Source: an optimization exercise on an open RTL-to-GDS flow (aim: small area, a short achievable clock period and few clock cycles per item). Production flows keep margins and buffers that such runs may drop. RTL that was checked went through simulation tests only; none was proved equivalent to the original. Power and IR drop assume default switching activity.

Design sonar_range_proximity_blinker_unit, start of the top module:
module sonar_range_proximity_blinker_unit (
  input  logic                                clk,
  input  logic                                rst,
  input  logic                                item_valid,
  output logic                                item_stall,
  input  srpb_pkg::srpb_item_t                item,
  output logic                                result_valid,
  input  logic                                result_stall,
  output srpb_pkg::srpb_result_t              result,
  input  logic                                cfg_valid,
  output logic                                cfg_ready,
  input  logic [srpb_pkg::CFG_IDX_W-1:0]      cfg_index,
  input  logic [srpb_pkg::CFG_DATA_W-1:0]     cfg_data
);
Size: about 1400 cells after synthesis, about 190 flip-flops, ~48 I/O pins.
export LEC_CHECK = 0
export ABC_AREA = 1
export ABC_CLOCK_PERIOD_IN_PS = 2000
export CAP_MARGIN = 20
export CORE_MARGIN = 2
export CORE_UTILIZATION = 40
export SETUP_SLACK_MARGIN = 4.3
export SLEW_MARGIN = 20
create_clock -name core_clock -period 7.0 [get_ports {clk}]
standard.sh (not shown) runs the stock make flow with config.mk's settings and CLKGATE_MAP_FILE= SYNTH_SCRIPT=/design/flow/synth_recipe.tcl, a recipe that flattens the netlist after the stock synthesis.
==> flow/flow/run.sh <==
#!/bin/bash
# The standard layout, with the port buffers made from plain buffers
# (sky130_fd_sc_hd__buf_4) instead of the delay cell buffer_ports picks by default
set -euo pipefail
bash standard.sh "BUFFER_PORTS_ARGS=-buffer_cell sky130_fd_sc_hd__buf_4" finish > flow.log 2>&1
The baseline completed without violations.
Testbench counts at the start, summed over its fixed seeds: cycles 96,228, items 96,000.
Then changed:
--- a/flow/design.v
+++ b/flow/design.v
@@ -33,22 +33,23 @@
     logic [VAL_WIDTH-1:0] distance_cm;
     logic                 distance_new;
   } srpb_result_t;
 endpackage
 module srpb_mul (
   input  logic [srpb_pkg::VAL_WIDTH-1:0] acc,
   input  logic [srpb_pkg::CM_CFG_W-1:0]  a,
   input  logic                           bit_i,
-  output logic [srpb_pkg::VAL_WIDTH-1:0] acc_next
+  output logic [srpb_pkg::VAL_WIDTH-1:0] sum,
+  output logic                           ovf
 );
   localparam int VW = srpb_pkg::VAL_WIDTH;
-  logic [VW:0] sum;
-  assign sum      = {1'b0, acc[VW-2:0], 1'b0} + {1'b0, VW'(bit_i ? a : '0)};
-  assign acc_next = (acc[VW-1] || sum[VW]) ? '1 : sum[VW-1:0];
+  logic carry;
+  assign {carry, sum} = {1'b0, acc[VW-2:0], 1'b0} + {1'b0, VW'(bit_i ? a : '0)};
+  assign ovf          = acc[VW-1] || carry;
 endmodule
 module sonar_range_proximity_blinker_unit (
   input  logic                                clk,
   input  logic                                rst,
   input  logic                                item_valid,
   output logic                                item_stall,
   input  srpb_pkg::srpb_item_t                item,
   output logic                                result_valid,
@@ -71,16 +72,17 @@
   logic [KW-1:0] ticks_per_cm;
   logic [CW-1:0] trigger_next;   
   logic          pulse_pending;
   logic          trigger_level;
   logic [VW-1:0] echo_int;       
   logic [FB-1:0] echo_frac;      
   logic [VW-1:0] distance_cm;
   logic [VW-1:0] half_period;
+  logic          half_ovf;       
   logic [CW-1:0] blink_next;     
   logic          led_state;
   logic          distance_new;
   logic          h_tick;
   logic          h_rise;
   logic          h_fall;
   logic          e_valid;
   srpb_pkg::srpb_item_t e_item;
@@ -106,17 +108,18 @@
   logic          echo_last;
   logic          echo_carry;
   logic          near_hit;
   logic          mid_hit;
   logic          will_scale;
   logic [3:0]    tpc_msb;
   logic          tpc_msb_bit;
   logic          scale_bit_next;
-  logic [VW-1:0] scale_next;
+  logic [VW-1:0] scale_sum;
+  logic          scale_ovf;
   logic          busy_next;
   logic          pending_next;
   assign cfg_ready    = 1'b1;
   assign item_stall   = stall_q;
   assign result_valid = rv_q;
   assign result       = {trigger_level, led_state, distance_cm, distance_new};
   assign res_ok  = !(pending && result_stall);
   assign proc    = (h_tick || h_rise || h_fall) && !busy && res_ok;
@@ -125,17 +128,17 @@
   assign do_fall = h_fall && !busy && res_ok;
   assign push      = item_valid && !stall_q;
   assign head_free = !(h_tick || h_rise || h_fall) || proc;
   assign nh_valid  = e_valid || push;
   assign nh_item   = e_valid ? e_item : item;
   assign trigger_inc = trigger_next + CW'(1);
   assign blink_inc   = blink_next + CW'(1);
   assign trigger_hit = trigger_next >= trigger_interval;
-  assign blink_hit   = blink_next >= half_period;
+  assign blink_hit   = half_ovf ? (blink_next == '1) : (blink_next >= half_period);
   assign echo_carry = echo_frac >= FB'(1024 - 878);
   assign echo_last  = (echo_int == srpb_pkg::ECHO_LAST_INT) &&
                       (echo_frac == srpb_pkg::ECHO_LAST_FRAC);
   assign near_hit = (echo_int[VW-1:KW] == '0) &&
                     ({echo_int[KW-1:0], |echo_frac} <= {near_limit_cm, 1'b0});
   assign mid_hit  = (echo_int[VW-1:KW] == '0) && (echo_int[KW-1:0] < far_limit_cm);
   always_comb begin
     tpc_msb     = 4'd0;
@@ -151,20 +154,21 @@
   always_comb begin
     scale_bit_next = 1'b0;
     for (int i = 0; i < KW - 1; i++) begin
       if (scale_left == 4'(i + 2)) scale_bit_next = ticks_per_cm[i];
     end
     if (!busy) scale_bit_next = tpc_msb_bit;
   end
   srpb_mul u_mul (
-    .acc      (half_period),
-    .a        (distance_cm[KW-1:0]),
-    .bit_i    (scale_bit),
-    .acc_next (scale_next)
+    .acc   (half_period),
+    .a     (distance_cm[KW-1:0]),
+    .bit_i (scale_bit),
+    .sum   (scale_sum),
+    .ovf   (scale_ovf)
   );
   assign busy_next    = busy ? (scale_left != 4'd1) : (do_fall && will_scale);
   assign pending_next = proc || (pending && !(rv_q && !result_stall));
   always_ff @(posedge clk) begin
     if (rst) begin
       trigger_interval <= srpb_pkg::RST_TRIGGER_INTERVAL;
       near_limit_cm    <= srpb_pkg::RST_NEAR_LIMIT_CM;
       far_limit_cm     <= srpb_pkg::RST_FAR_LIMIT_CM;
@@ -187,16 +191,17 @@
     if (rst) begin
       trigger_next  <= CW'(1);
       pulse_pending <= 1'b0;
       trigger_level <= 1'b0;
       echo_int      <= '0;
       echo_frac     <= '0;
       distance_cm   <= '0;
       half_period   <= srpb_pkg::RST_HALF_PERIOD;
+      half_ovf      <= 1'b0;
       blink_next    <= CW'(1);
       led_state     <= 1'b0;
       distance_new  <= 1'b0;
       h_tick        <= 1'b0;
       h_rise        <= 1'b0;
       h_fall        <= 1'b0;
       e_valid       <= 1'b0;
       stall_q       <= 1'b0;
@@ -225,20 +230,22 @@
       end
       if (proc) distance_new <= do_fall;
       if (do_fall) begin
         distance_cm <= echo_int;
         if (near_hit)                half_period <= near_half_period;
         else if (!mid_hit)           half_period <= far_half_period;
         else if (ticks_per_cm == '0) half_period <= '0;
         else                         half_period <= echo_int;
+        half_ovf <= 1'b0;
         scale_left <= tpc_msb;
       end
       if (busy) begin
-        half_period <= scale_next;
+        half_period <= scale_sum;
+        half_ovf    <= half_ovf || scale_ovf;
         scale_left  <= scale_left - 4'd1;
       end
       busy    <= busy_next;
       pending <= pending_next;
       rv_q    <= pending_next && !busy_next;
       if (head_free) begin
         h_tick  <= nh_valid && !nh_item.action;
         h_rise  <= nh_valid && nh_item.action && nh_item.echo_level;
The new run passed the timing, design-rule and antenna checks.
Worst setup slack improved by 0.051 ns.
Clock skew is about the same.
Critical path depth came out lower by 7.
Die area came out higher by 4.2%.
Core utilization came out lower by 0.11 points.
Total power came out lower by 12%.
Count of clock-buffer cells in the layout came out higher by 2.
Function not checked in the second run of this note: the RTL went through the layout flow alone.

port drivers added, routing unchanged:
Ports are ideal in the flow. The routed layouts listed here were re-timed in OpenROAD.
Step 1 sets driving cells, clkbuf_16 on the clock port and buf_2 on the other inputs (assumed; they add their load-dependent delay and slew).
Step 2 adds t to the input delays and takes it off the output delays; t is the mean of the earliest and latest rising clock arrival at the registers after step 1. Input paths then give back, and output paths get back, about the clock's delay inside the block.
a / b / c = no drivers / after step 1 / after step 2; a / b = the first two.
run	t (ns)	slack for setup (ns)	hold slack, ns	cell pins on the clock port's net
the first run	0.484	4.371 / 4.397 / 3.913	0.452 / 0.452 / 0.452	1
the second run	0.468	4.422 / 4.446 / 3.978	0.449 / 0.449 / 0.449	1
After both steps every run listed still meets setup and hold. For the first run, which loses most, drivers alone change the setup slack by +0.026 ns; drivers and shift together by -0.458 ns.
